Source: an optimization exercise on an open RTL-to-GDS flow (aim: small area). Production flows keep margins and buffers that such runs may drop.
Only simulation tests tie the RTL to the original design; equivalence was not proved.
No activity file was given, so power comes from the tool's default toggle rates.

**design/flow/run.sh**
```bash
#!/bin/bash
# synth_recipe.tcl (not shown) runs the flow's synth.tcl, then flattens the netlist and writes it again
# the make line also repeats each setting of config.mk as NAME=value (left out here)
make -C /OpenROAD-flow-scripts/flow DESIGN_CONFIG=/design/flow/config.mk WORK_HOME=/design/flow/orfs CLKGATE_MAP_FILE= SYNTH_SCRIPT=/design/flow/synth_recipe.tcl finish
```
**design/flow/config.mk**
```make
export PLATFORM = sky130hd
export DESIGN_NAME = mips_core_top
export DESIGN_NICKNAME = mips_core_top
export VERILOG_FILES = /design/flow/design.v
export SDC_FILE = /design/flow/constraint.sdc
export NUM_CORES = 4
export LEC_CHECK = 0
export CAP_MARGIN = 20
export CORE_MARGIN = 2
export CORE_UTILIZATION = 30
export PLACE_DENSITY = 0.45
export SLEW_MARGIN = 20
```
**design/flow/constraint.sdc**
```tcl
create_clock -name core_clock -period 8.0 [get_ports {clk_i}]
set_input_delay 1.6000 -clock core_clock [delete_from_list [all_inputs] [get_ports {clk_i}]]
set_output_delay 1.6000 -clock core_clock [all_outputs]
set_load 0.01 [all_outputs]
```
**design/flow/design.v**
```verilog
package mips_pkg;
    typedef logic [4:0]  reg_addr_t;
    typedef logic [31:0] instr_t;
    typedef logic [5:0]  funct_t;
    typedef logic [5:0]  opcode_t;
    typedef enum logic [1:0] {
        sel_funct,
        sel_add,
        sel_slt,
        sel_sltu
    } alu_sel_t;
    localparam reg_addr_t reg_zero = 5'd0;
    localparam opcode_t op_rtype = 6'h00;
    localparam opcode_t op_addi  = 6'h08;
    localparam opcode_t op_addiu = 6'h09;
    localparam opcode_t op_slti  = 6'h0a;
    localparam opcode_t op_sltiu = 6'h0b;
    localparam funct_t fn_sll  = 6'h00;
    localparam funct_t fn_srl  = 6'h02;
    localparam funct_t fn_sra  = 6'h03;
    localparam funct_t fn_add  = 6'h20;
    localparam funct_t fn_addu = 6'h21;
    localparam funct_t fn_sub  = 6'h22;
    localparam funct_t fn_subu = 6'h23;
    localparam funct_t fn_and  = 6'h24;
    localparam funct_t fn_or   = 6'h25;
    localparam funct_t fn_xor  = 6'h26;
    localparam funct_t fn_nor  = 6'h27;
    localparam funct_t fn_slt  = 6'h2a;
    localparam funct_t fn_sltu = 6'h2b;
endpackage
`timescale 1ns/10ps
module reg_file #(
    parameter int data_width = 32
) (
    input  logic                  clk_i,
    input  logic                  reset_i,
    input  mips_pkg::reg_addr_t   ra1,
    input  mips_pkg::reg_addr_t   ra2,
    output logic [data_width-1:0] rd1,
    output logic [data_width-1:0] rd2,
    input  logic                  wb_valid,
    input  mips_pkg::reg_addr_t   wb_dest,
    input  logic [data_width-1:0] wb_data,
    input  logic                  wb_enable_wreg
);
    typedef logic [data_width-1:0] data_t;
    data_t               regs [1:31];  
    logic                wr_en;
    mips_pkg::reg_addr_t wr_dest;
    data_t               wr_data;
    assign wr_en   = wb_valid && wb_enable_wreg && (wb_dest != mips_pkg::reg_zero);
    assign wr_dest = wb_dest;
    assign wr_data = wb_data;
    always_ff @(posedge clk_i, posedge reset_i)
    begin
        if (reset_i)
        begin
            for (int i = 1; i < 32; i++)
                regs[i] <= '0;
        end
        else if (wr_en)
            regs[wr_dest] <= wr_data;
    end
    assign rd1 = (ra1 == mips_pkg::reg_zero)    ? '0      :
                 (wr_en && (wr_dest == ra1))    ? wr_data : regs[ra1];
    assign rd2 = (ra2 == mips_pkg::reg_zero)    ? '0      :
                 (wr_en && (wr_dest == ra2))    ? wr_data : regs[ra2];
endmodule
`timescale 1ns/10ps
module decode_stage #(
    parameter int data_width = 32
) (
    input  logic                  instr_valid,
    input  mips_pkg::instr_t      instr,
    output mips_pkg::reg_addr_t   rf_ra1,
    output mips_pkg::reg_addr_t   rf_ra2,
    input  logic [data_width-1:0] rf_rd1,
    input  logic [data_width-1:0] rf_rd2,
    output logic                  dec_valid,
    output mips_pkg::funct_t      dec_funct,
    output logic [data_width-1:0] dec_rd1,
    output logic [data_width-1:0] dec_rd2,
    output mips_pkg::reg_addr_t   dec_rs,
    output mips_pkg::reg_addr_t   dec_rt,
    output mips_pkg::reg_addr_t   dec_rd,
    output logic [data_width-1:0] dec_sign_imm,
    output logic [data_width-1:0] dec_se_shamt,
    output logic                  dec_enable_wreg,
    output mips_pkg::alu_sel_t    dec_alu_alt_ctrl,
    output logic                  dec_b_alu_input,
    output logic                  dec_apply_shift,
    output logic                  dec_reg_dst_rtrd
);
    typedef logic [data_width-1:0] data_t;
    mips_pkg::opcode_t   opcode;
    mips_pkg::funct_t    funct;
    mips_pkg::reg_addr_t rs;
    mips_pkg::reg_addr_t rt;
    mips_pkg::reg_addr_t rd;
    logic [4:0]          shamt;
    logic                supported;
    logic                use_rd;
    assign opcode = instr[31:26];
    assign rs     = instr[25:21];
    assign rt     = instr[20:16];
    assign rd     = instr[15:11];
    assign shamt  = instr[10:6];
    assign funct  = instr[5:0];
    assign rf_ra1 = rs;
    assign rf_ra2 = rt;
    assign dec_valid    = instr_valid;
    assign dec_funct    = funct;
    assign dec_rd1      = rf_rd1;
    assign dec_rd2      = rf_rd2;
    assign dec_rs       = rs;
    assign dec_rt       = rt;
    assign dec_rd       = rd;
    assign dec_sign_imm = data_t'($signed(instr[15:0]));
    assign dec_se_shamt = data_t'($signed(shamt));
    always_comb
    begin
        supported        = 1'b0;
        use_rd           = 1'b0;
        dec_alu_alt_ctrl = mips_pkg::sel_funct;
        dec_b_alu_input  = 1'b0;
        dec_apply_shift  = 1'b0;
        case (opcode)
            mips_pkg::op_rtype:
            begin
                use_rd = 1'b1;
                case (funct)
                    mips_pkg::fn_sll, mips_pkg::fn_srl, mips_pkg::fn_sra:
                    begin
                        supported       = 1'b1;
                        dec_apply_shift = 1'b1;
                    end
                    mips_pkg::fn_add, mips_pkg::fn_addu, mips_pkg::fn_sub,
                    mips_pkg::fn_subu, mips_pkg::fn_and, mips_pkg::fn_or,
                    mips_pkg::fn_xor, mips_pkg::fn_nor, mips_pkg::fn_slt,
                    mips_pkg::fn_sltu:
                        supported = 1'b1;
                    default:
                        supported = 1'b0;  
                endcase
            end
            mips_pkg::op_addi, mips_pkg::op_addiu:
            begin
                supported        = 1'b1;
                dec_alu_alt_ctrl = mips_pkg::sel_add;
                dec_b_alu_input  = 1'b1;
            end
            mips_pkg::op_slti:
            begin
                supported        = 1'b1;
                dec_alu_alt_ctrl = mips_pkg::sel_slt;
                dec_b_alu_input  = 1'b1;
            end
            mips_pkg::op_sltiu:
            begin
                supported        = 1'b1;
                dec_alu_alt_ctrl = mips_pkg::sel_sltu;
                dec_b_alu_input  = 1'b1;
            end
            default:
                supported = 1'b0;
        endcase
    end
    assign dec_reg_dst_rtrd = use_rd;
    assign dec_enable_wreg  = supported && ((use_rd ? rd : rt) != mips_pkg::reg_zero);
endmodule
`timescale 1ns/10ps
module id_ex_flopr #(
    parameter int data_width = 32
) (
    input  logic                  clk_i,
    input  logic                  reset_i,
    input  logic                  flush,
    input  logic                  id_valid,
    input  mips_pkg::funct_t      id_funct,
    input  logic [data_width-1:0] id_rd1,
    input  logic [data_width-1:0] id_rd2,
    input  mips_pkg::reg_addr_t   id_rs,
    input  mips_pkg::reg_addr_t   id_rt,
    input  mips_pkg::reg_addr_t   id_rd,
    input  logic [data_width-1:0] id_sign_imm,
    input  logic [data_width-1:0] id_se_shamt,
    input  logic                  id_enable_wreg,
    input  mips_pkg::alu_sel_t    id_alu_alt_ctrl,
    input  logic                  id_b_alu_input,
    input  logic                  id_apply_shift,
    input  logic                  id_reg_dst_rtrd,
    output logic                  ex_valid,
    output mips_pkg::funct_t      ex_funct,
    output logic [data_width-1:0] ex_rd1,
    output logic [data_width-1:0] ex_rd2,
    output mips_pkg::reg_addr_t   ex_rs,
    output mips_pkg::reg_addr_t   ex_rt,
    output mips_pkg::reg_addr_t   ex_rd,
    output logic [data_width-1:0] ex_sign_imm,
    output logic [data_width-1:0] ex_se_shamt,
    output logic                  ex_enable_wreg,
    output mips_pkg::alu_sel_t    ex_alu_alt_ctrl,
    output logic                  ex_b_alu_input,
    output logic                  ex_apply_shift,
    output logic                  ex_reg_dst_rtrd
);
    localparam logic [data_width-1:0] zero_word = '0;
    always_ff @(posedge clk_i, posedge reset_i)
    begin
        if (reset_i)
        begin
            ex_valid        <= 1'b0;
            ex_funct        <= '0;
            ex_rd1          <= zero_word;
            ex_rd2          <= zero_word;
            ex_rs           <= '0;
            ex_rt           <= '0;
            ex_rd           <= '0;
            ex_sign_imm     <= zero_word;
            ex_se_shamt     <= zero_word;
            ex_enable_wreg  <= 1'b0;
            ex_alu_alt_ctrl <= mips_pkg::sel_funct;
            ex_b_alu_input  <= 1'b0;
            ex_apply_shift  <= 1'b0;
            ex_reg_dst_rtrd <= 1'b0;
        end
        else if (flush)              
        begin
            ex_valid        <= 1'b0;
            ex_funct        <= '0;
            ex_rd1          <= zero_word;
            ex_rd2          <= zero_word;
            ex_rs           <= '0;
            ex_rt           <= '0;
            ex_rd           <= '0;
            ex_sign_imm     <= zero_word;
            ex_se_shamt     <= zero_word;
            ex_enable_wreg  <= 1'b0;
            ex_alu_alt_ctrl <= mips_pkg::sel_funct;
            ex_b_alu_input  <= 1'b0;
            ex_apply_shift  <= 1'b0;
            ex_reg_dst_rtrd <= 1'b0;
        end
        else
        begin
            ex_valid        <= id_valid;
            ex_funct        <= id_funct;
            ex_rd1          <= id_rd1;
            ex_rd2          <= id_rd2;
            ex_rs           <= id_rs;
            ex_rt           <= id_rt;
            ex_rd           <= id_rd;
            ex_sign_imm     <= id_sign_imm;
            ex_se_shamt     <= id_se_shamt;
            ex_enable_wreg  <= id_enable_wreg;
            ex_alu_alt_ctrl <= id_alu_alt_ctrl;
            ex_b_alu_input  <= id_b_alu_input;
            ex_apply_shift  <= id_apply_shift;
            ex_reg_dst_rtrd <= id_reg_dst_rtrd;
        end
    end
endmodule
`timescale 1ns/10ps
module execute_stage #(
    parameter int data_width = 32
) (
    input  logic                  clk_i,
    input  logic                  reset_i,
    input  logic                  ex_valid,
    input  mips_pkg::funct_t      ex_funct,
    input  logic [data_width-1:0] ex_rd1,
    input  logic [data_width-1:0] ex_rd2,
    input  mips_pkg::reg_addr_t   ex_rs,
    input  mips_pkg::reg_addr_t   ex_rt,
    input  mips_pkg::reg_addr_t   ex_rd,
    input  logic [data_width-1:0] ex_sign_imm,
    input  logic [data_width-1:0] ex_se_shamt,
    input  logic                  ex_enable_wreg,
    input  mips_pkg::alu_sel_t    ex_alu_alt_ctrl,
    input  logic                  ex_b_alu_input,
    input  logic                  ex_apply_shift,
    input  logic                  ex_reg_dst_rtrd,
    output logic                  wb_valid,
    output mips_pkg::reg_addr_t   wb_dest,
    output logic [data_width-1:0] wb_data,
    output logic                  wb_enable_wreg
);
    typedef logic [data_width-1:0] data_t;
    logic                fwd_ok;
    data_t               rs_val;
    data_t               rt_val;
    data_t               alu_b;
    data_t               alu_res;
    data_t               shift_res;
    data_t               result;
    logic [4:0]          shamt;
    mips_pkg::reg_addr_t dest;
    assign fwd_ok = wb_valid && wb_enable_wreg;
    assign rs_val = (fwd_ok && (wb_dest == ex_rs)) ? wb_data : ex_rd1;
    assign rt_val = (fwd_ok && (wb_dest == ex_rt)) ? wb_data : ex_rd2;
    assign alu_b = ex_b_alu_input ? ex_sign_imm : rt_val;
    assign shamt = ex_se_shamt[4:0];
    always_comb
    begin
        case (ex_alu_alt_ctrl)
            mips_pkg::sel_add:  alu_res = rs_val + alu_b;
            mips_pkg::sel_slt:  alu_res = data_t'($signed(rs_val) < $signed(alu_b));
            mips_pkg::sel_sltu: alu_res = data_t'(rs_val < alu_b);
            default:
            begin
                case (ex_funct)
                    mips_pkg::fn_add, mips_pkg::fn_addu:
                        alu_res = rs_val + alu_b;       
                    mips_pkg::fn_sub, mips_pkg::fn_subu:
                        alu_res = rs_val - alu_b;
                    mips_pkg::fn_and:  alu_res = rs_val & alu_b;
                    mips_pkg::fn_or:   alu_res = rs_val | alu_b;
                    mips_pkg::fn_xor:  alu_res = rs_val ^ alu_b;
                    mips_pkg::fn_nor:  alu_res = ~(rs_val | alu_b);
                    mips_pkg::fn_slt:
                        alu_res = data_t'($signed(rs_val) < $signed(alu_b));
                    mips_pkg::fn_sltu:
                        alu_res = data_t'(rs_val < alu_b);
                    default: alu_res = '0;
                endcase
            end
        endcase
    end
    always_comb
    begin
        case (ex_funct)
            mips_pkg::fn_srl: shift_res = rt_val >> shamt;
            mips_pkg::fn_sra: shift_res = $signed(rt_val) >>> shamt;
            default:          shift_res = rt_val << shamt;
        endcase
    end
    assign result = ex_apply_shift ? shift_res : alu_res;
    assign dest   = ex_reg_dst_rtrd ? ex_rd : ex_rt;
    always_ff @(posedge clk_i, posedge reset_i)
    begin
        if (reset_i)
        begin
            wb_valid       <= 1'b0;
            wb_enable_wreg <= 1'b0;
        end
        else
        begin
            wb_valid       <= ex_valid;
            wb_enable_wreg <= ex_enable_wreg;
        end
    end
    always_ff @(posedge clk_i)
    begin
        wb_dest <= dest;
        wb_data <= result;
    end
endmodule
`timescale 1ns/10ps
module mips_core_top #(
    parameter int data_width = 32
) (
    input  logic                  clk_i,
    input  logic                  reset_i,
    input  logic                  instr_valid,
    input  mips_pkg::instr_t      instr,
    input  logic                  flush,
    output logic                  wb_valid,
    output mips_pkg::reg_addr_t   wb_reg,
    output logic [data_width-1:0] wb_data
);
    mips_pkg::reg_addr_t   rf_ra1;
    mips_pkg::reg_addr_t   rf_ra2;
    logic [data_width-1:0] rf_rd1;
    logic [data_width-1:0] rf_rd2;
    logic                  dec_valid;
    mips_pkg::funct_t      dec_funct;
    logic [data_width-1:0] dec_rd1;
    logic [data_width-1:0] dec_rd2;
    mips_pkg::reg_addr_t   dec_rs;
    mips_pkg::reg_addr_t   dec_rt;
    mips_pkg::reg_addr_t   dec_rd;
    logic [data_width-1:0] dec_sign_imm;
    logic [data_width-1:0] dec_se_shamt;
    logic                  dec_enable_wreg;
    mips_pkg::alu_sel_t    dec_alu_alt_ctrl;
    logic                  dec_b_alu_input;
    logic                  dec_apply_shift;
    logic                  dec_reg_dst_rtrd;
    logic                  ex_valid;
    mips_pkg::funct_t      ex_funct;
    logic [data_width-1:0] ex_rd1;
    logic [data_width-1:0] ex_rd2;
    mips_pkg::reg_addr_t   ex_rs;
    mips_pkg::reg_addr_t   ex_rt;
    mips_pkg::reg_addr_t   ex_rd;
    logic [data_width-1:0] ex_sign_imm;
    logic [data_width-1:0] ex_se_shamt;
    logic                  ex_enable_wreg;
    mips_pkg::alu_sel_t    ex_alu_alt_ctrl;
    logic                  ex_b_alu_input;
    logic                  ex_apply_shift;
    logic                  ex_reg_dst_rtrd;
    logic                  wbb_valid;
    mips_pkg::reg_addr_t   wbb_dest;
    logic [data_width-1:0] wbb_data;
    logic                  wbb_enable_wreg;
    decode_stage #(.data_width(data_width)) decode_i (
        .instr_valid      (instr_valid),
        .instr            (instr),
        .rf_ra1           (rf_ra1),
        .rf_ra2           (rf_ra2),
        .rf_rd1           (rf_rd1),
        .rf_rd2           (rf_rd2),
        .dec_valid        (dec_valid),
        .dec_funct        (dec_funct),
        .dec_rd1          (dec_rd1),
        .dec_rd2          (dec_rd2),
        .dec_rs           (dec_rs),
        .dec_rt           (dec_rt),
        .dec_rd           (dec_rd),
        .dec_sign_imm     (dec_sign_imm),
        .dec_se_shamt     (dec_se_shamt),
        .dec_enable_wreg  (dec_enable_wreg),
        .dec_alu_alt_ctrl (dec_alu_alt_ctrl),
        .dec_b_alu_input  (dec_b_alu_input),
        .dec_apply_shift  (dec_apply_shift),
        .dec_reg_dst_rtrd (dec_reg_dst_rtrd)
    );
    reg_file #(.data_width(data_width)) reg_file_i (
        .clk_i          (clk_i),
        .reset_i        (reset_i),
        .ra1            (rf_ra1),
        .ra2            (rf_ra2),
        .rd1            (rf_rd1),
        .rd2            (rf_rd2),
        .wb_valid       (wbb_valid),
        .wb_dest        (wbb_dest),
        .wb_data        (wbb_data),
        .wb_enable_wreg (wbb_enable_wreg)
    );
    id_ex_flopr #(.data_width(data_width)) id_ex_i (
        .clk_i           (clk_i),
        .reset_i         (reset_i),
        .flush           (flush),
        .id_valid        (dec_valid),
        .id_funct        (dec_funct),
        .id_rd1          (dec_rd1),
        .id_rd2          (dec_rd2),
        .id_rs           (dec_rs),
        .id_rt           (dec_rt),
        .id_rd           (dec_rd),
        .id_sign_imm     (dec_sign_imm),
        .id_se_shamt     (dec_se_shamt),
        .id_enable_wreg  (dec_enable_wreg),
        .id_alu_alt_ctrl (dec_alu_alt_ctrl),
        .id_b_alu_input  (dec_b_alu_input),
        .id_apply_shift  (dec_apply_shift),
        .id_reg_dst_rtrd (dec_reg_dst_rtrd),
        .ex_valid        (ex_valid),
        .ex_funct        (ex_funct),
        .ex_rd1          (ex_rd1),
        .ex_rd2          (ex_rd2),
        .ex_rs           (ex_rs),
        .ex_rt           (ex_rt),
        .ex_rd           (ex_rd),
        .ex_sign_imm     (ex_sign_imm),
        .ex_se_shamt     (ex_se_shamt),
        .ex_enable_wreg  (ex_enable_wreg),
        .ex_alu_alt_ctrl (ex_alu_alt_ctrl),
        .ex_b_alu_input  (ex_b_alu_input),
        .ex_apply_shift  (ex_apply_shift),
        .ex_reg_dst_rtrd (ex_reg_dst_rtrd)
    );
    execute_stage #(.data_width(data_width)) execute_i (
        .clk_i           (clk_i),
        .reset_i         (reset_i),
        .ex_valid        (ex_valid),
        .ex_funct        (ex_funct),
        .ex_rd1          (ex_rd1),
        .ex_rd2          (ex_rd2),
        .ex_rs           (ex_rs),
        .ex_rt           (ex_rt),
        .ex_rd           (ex_rd),
        .ex_sign_imm     (ex_sign_imm),
        .ex_se_shamt     (ex_se_shamt),
        .ex_enable_wreg  (ex_enable_wreg),
        .ex_alu_alt_ctrl (ex_alu_alt_ctrl),
        .ex_b_alu_input  (ex_b_alu_input),
        .ex_apply_shift  (ex_apply_shift),
        .ex_reg_dst_rtrd (ex_reg_dst_rtrd),
        .wb_valid        (wbb_valid),
        .wb_dest         (wbb_dest),
        .wb_data         (wbb_data),
        .wb_enable_wreg  (wbb_enable_wreg)
    );
    assign wb_valid = wbb_valid & wbb_enable_wreg;  
    assign wb_reg   = wbb_dest;
    assign wb_data  = wbb_data;
endmodule
```
==> notes.md <==
## cells in the final DEF (no fill, tap or decap), drive strengths merged, types with 106 or more instances in the layout
cell,n
nor2,352
dfrtp,1091
mux2,1042
a221oi,473
nand4,139
inv,106
a22o,388
ha,113
mux2i,168
buf,221
clkbuf,194
a21oi,211
nand2,262
## power groups by stage
stage	Clock [mW]	Combinational, mW	Sequential, mW
after global placement	0	0.932	5.86
final	6.62	0.958	5.75
after floorplan	0	0.506	5.85
after global routing	6.92	0.993	5.75
after CTS	6.67	0.929	5.75
after detailed placement	0	0.925	5.85
## layout make-up
cell class | count | area, µm² | area share [%]
inverters | 104 | 394 | 0.539
clock inverters | 40 | 689 | 0.943
well taps | 2805 | 3510 | 4.80
flip-flops and latches | 1128 | 28000 | 38.4
repair buffers | 293 | 2730 | 3.74
clock buffers | 194 | 3980 | 5.44
multi-input cells | 3937 | 33700 | 46.1
diodes | 9 | 22.5 | 0.0308
## worst max-delay path: cells and delay by family, from the launching register on
family / cells / cell delay, ns
flip-flops: 1 / 0.71
multiplexers: 2 / 0.73
AO/OA/AOI/OAI: 7 / 2.30
XOR/XNOR: 1 / 0.17
adder cells (fa/ha/maj): 1 / 0.46
AND/OR/NAND/NOR: 6 / 1.61
## worst paths after layout
check | to
setup / recovery | execute_i.wb_data[30]
hold / removal | execute_i.wb_valid
setup reg to reg | execute_i.wb_data[30]
hold reg to reg | execute_i.wb_valid
max in group asynchronous | reg_file_i.regs[16][28]
min in group asynchronous | reg_file_i.regs[25][2]
## flip-flops by register name (all words and copies together), names as in the netlist, 2 cells and up
name and count:
id_ex_i.ex_rd1 32, id_ex_i.ex_rt 5, id_ex_i.ex_alu_alt_ctrl 2, id_ex_i.ex_rd2 32
id_ex_i.ex_rs 5, reg_file_i.regs 992, execute_i.wb_dest 5, id_ex_i.ex_sign_imm 16
execute_i.wb_data 32
## kinds of logic after synthesis
logic type | Yosys count
DFF | 1128
adders and majority gates | 115
and+or+nand+nor | 956
xor gates and xnor gates | 93
muxes | 1244
buffers and inverters | 674
AOI/OAI and AO/OA | 1529
## layer usage
metal	part of all wire [%]	GRT usage, %	wire (µm)
met3	11	9.70	38500
met1	40	40.7	139000
met2	43	46.8	150000
met5	0.066	0.512	231
met4	6.8	18.3	23900
==> run_results.csv <==
group,metric,value,unit
clock_network,htree_levels,4,
cells_and_area,fillers,20900,
yosys,synthAdderAreaFrac,2.29,%
yosys,synth_compound_area_share,18.9,%
worst_setup_path,cp-start-kind,"flop",
worst_setup_path,crit_path_start,"execute_i.wb_dest[3]",
timing,timing.hold.ws,0.349,ns
cells_and_area,area_growth_syn_to_layout,15.0,%
placed_design,place_worst_setup_slack,1.91,ns
clock_network,insertion_delay,0.82,ns
worst_setup_path,cp-end-kind,"flop",
worst_setup_path,arrival,6.81,ns
yosys,synthArstFlopShare,96.7,%
yosys,synth_xor_area_share,1.28,%
cells_and_area,nets,5749,
worst_setup_path,slowest_delay,0.71,ns
clock_network,postCtsHoldBufs,0,
run_status,status,"no timing/DRC/antenna violations",
yosys,synth_top_family_by_area,"multiplexers",
placed_design,portBuffers,73,
floorplanning,core,0.210,mm²
yosys,synth-seq-cells,1128,
cells_and_area,instances_no_fill,8510,
placed_design,placed_cells,8265,
yosys,synth_warnings,5,
floorplanning,fp.dieH,464,µm
yosys,synth-simple-area-share,6.96,%
clock_network,cts_tree,"yes",
drt,drt_pass1_iterations,10,
timing,min_period_over_period,76.6,%
floorplanning,die-area,0.215,mm²
drt,antenna_left,0,
yosys,synth_area_leaders,"dfrtp_1, mux2_2, a221oi_1",
global_routing,grt_pass1_vias,55100,
worst_setup_path,reg2reg_slack,1.87,ns
clock_network,postCtsSetupRepairBufs,0,
cells_and_area,drive_above_1_share,28.8,%
power,p_total,13.3,mW
floorplanning,start_util,30.3,%
yosys,postSynthCellCount,5739,
timing,post-route-min-period,6.13,ns
clock_network,cts_buffer_depth,3,
global_routing,grt_pass1_wl,479,mm
drt,route.detailed.drc,0,
placed_design,gp_congestion,0.923,
cells_and_area,final_area,0.0731,mm²
timing,hold_viol_final,0,
power,pwr-share-seq,43.2,%
clock_network,clock_sink_count,1128,
timing,fmax,0.163,GHz
global_routing,grt_usage,31.7,%
power,p_comb_share,7.2,%
clock_network,cts-root-buf,"clkbuf_16",
global_routing,antenna_found_initial,19,
yosys,yosysMostFrequentCell,"dfrtp_1",
yosys,syn-mean-instance-area,11.1,µm²
timing,final.setup.tns,0,ns
yosys,synth-edff-count,0,
worst_hold_path,whs_path_depth,0,
timing,final.setup_skew,0.0406,ns
worst_setup_path,crit_chain,"xor2_1 > nor4_2 > nand3_4 > mux2i_1 > and2_1 > a21oi_1 > ha_1 > nand2b_1 > a21oi_1 > a211oi_1 > o21ai_0 > nand4_1 > a31oi_1 > nor2_1 > o21ai_0 > mux2i_1 > o32a_1",
yosys,syn_area,0.0635,mm²
power,power_switching,3.48,mW
timing,maxSlewViolCount,0,
yosys,ys_seq_area_share,44.1,%
global_routing,overflow,0,
worst_hold_path,worstHoldStart,"id_ex_i.ex_valid",
worst_setup_path,worstRegToRegCells,17,
drt,dr_total_vias,56900,
timing,relSlewSlack,14.8,%
global_routing,grt_max_degree,124,
clock_network,cts.repair.resized,0,
drt,drt-total-wl,352,mm
worst_hold_path,hp-class,"flop to flop",
floorplanning,ios,74,
power,swShare,26.1,%
yosys,synth.area.mux_share,22.4,%
timing,fin_ws,1.87,ns
power,clockPowerShare,49.7,%
clock_network,clk_pin_slew_worst_paths,0.06,ns
yosys,netlist_top_cells_count,"dfrtp_1, mux2_2, clkbuf_1",
yosys,synth_top_cell_by_area,"dfrtp_1",
cells_and_area,final_core_util,34.8,%
power,power.internal,9.85,mW
worst_setup_path,cp_data_required_time,8.68,ns
worst_setup_path,slowest_stage,"dfxtp_1",
power,p_per_area,182,mW/mm²
drt,drtIter0Drc,9634,
timing,rsz0062_at_grt,"false",
drt,routed_via_density,6.68,
worst_setup_path,path_class,"flop to flop",
yosys,synth_top_area_share,43.0,%
floorplanning,die_x,464,µm
power,vdd_drop_max,0.000168,V
yosys,syn_nets,5890,
timing,finalSetupViolCount,0,
worst_setup_path,worstReg2RegStart,"execute_i.wb_dest[3]",
clock_network,cts_buffers,134,
placed_design,place_area,0.0684,mm²
timing,tightest_slew,1.28,ns
yosys,synth_cell_types,83,
worst_setup_path,critical_path.max_fanout,35,
run,cap_violations,0,
placed_design,dp_hpwl,210,mm
power,leakage,32.9,nW
yosys,synthFlopType,"dfrtp_1",
drt,drt-wirelength-per-cell,41.3,µm
floorplanning,num_rows,168,

[afterwards: timing with drivers on the ports]
The flow's constraints put no driver on any port. The routed layout listed below was extracted and timed again, unchanged, in two steps.
Step 1 sets driving cells, clkbuf_16 on the clock port and buf_2 on the other inputs (assumed; they add their load-dependent delay and slew).
Step 2 adds t to the input delays and takes it off the output delays; t is the mean of the earliest and latest rising clock arrival at the registers after step 1. Input paths then give back, and output paths get back, about the clock's delay inside the block.
Slacks: no drivers / after step 1 / after step 2; pairs: no drivers / after step 1.
t, ns: 0.899
setup WS [ns]: 1.869 / 1.869 / 1.869
worst hold slack (ns): 0.349 / 0.349 / 0.349
slew at the worst register clock pin (ns): 0.07 / 0.07
After both steps setup and hold are still met in this run. The setup slack of this run moves by 0.000 ns with the drivers and by 0.000 ns with both steps.
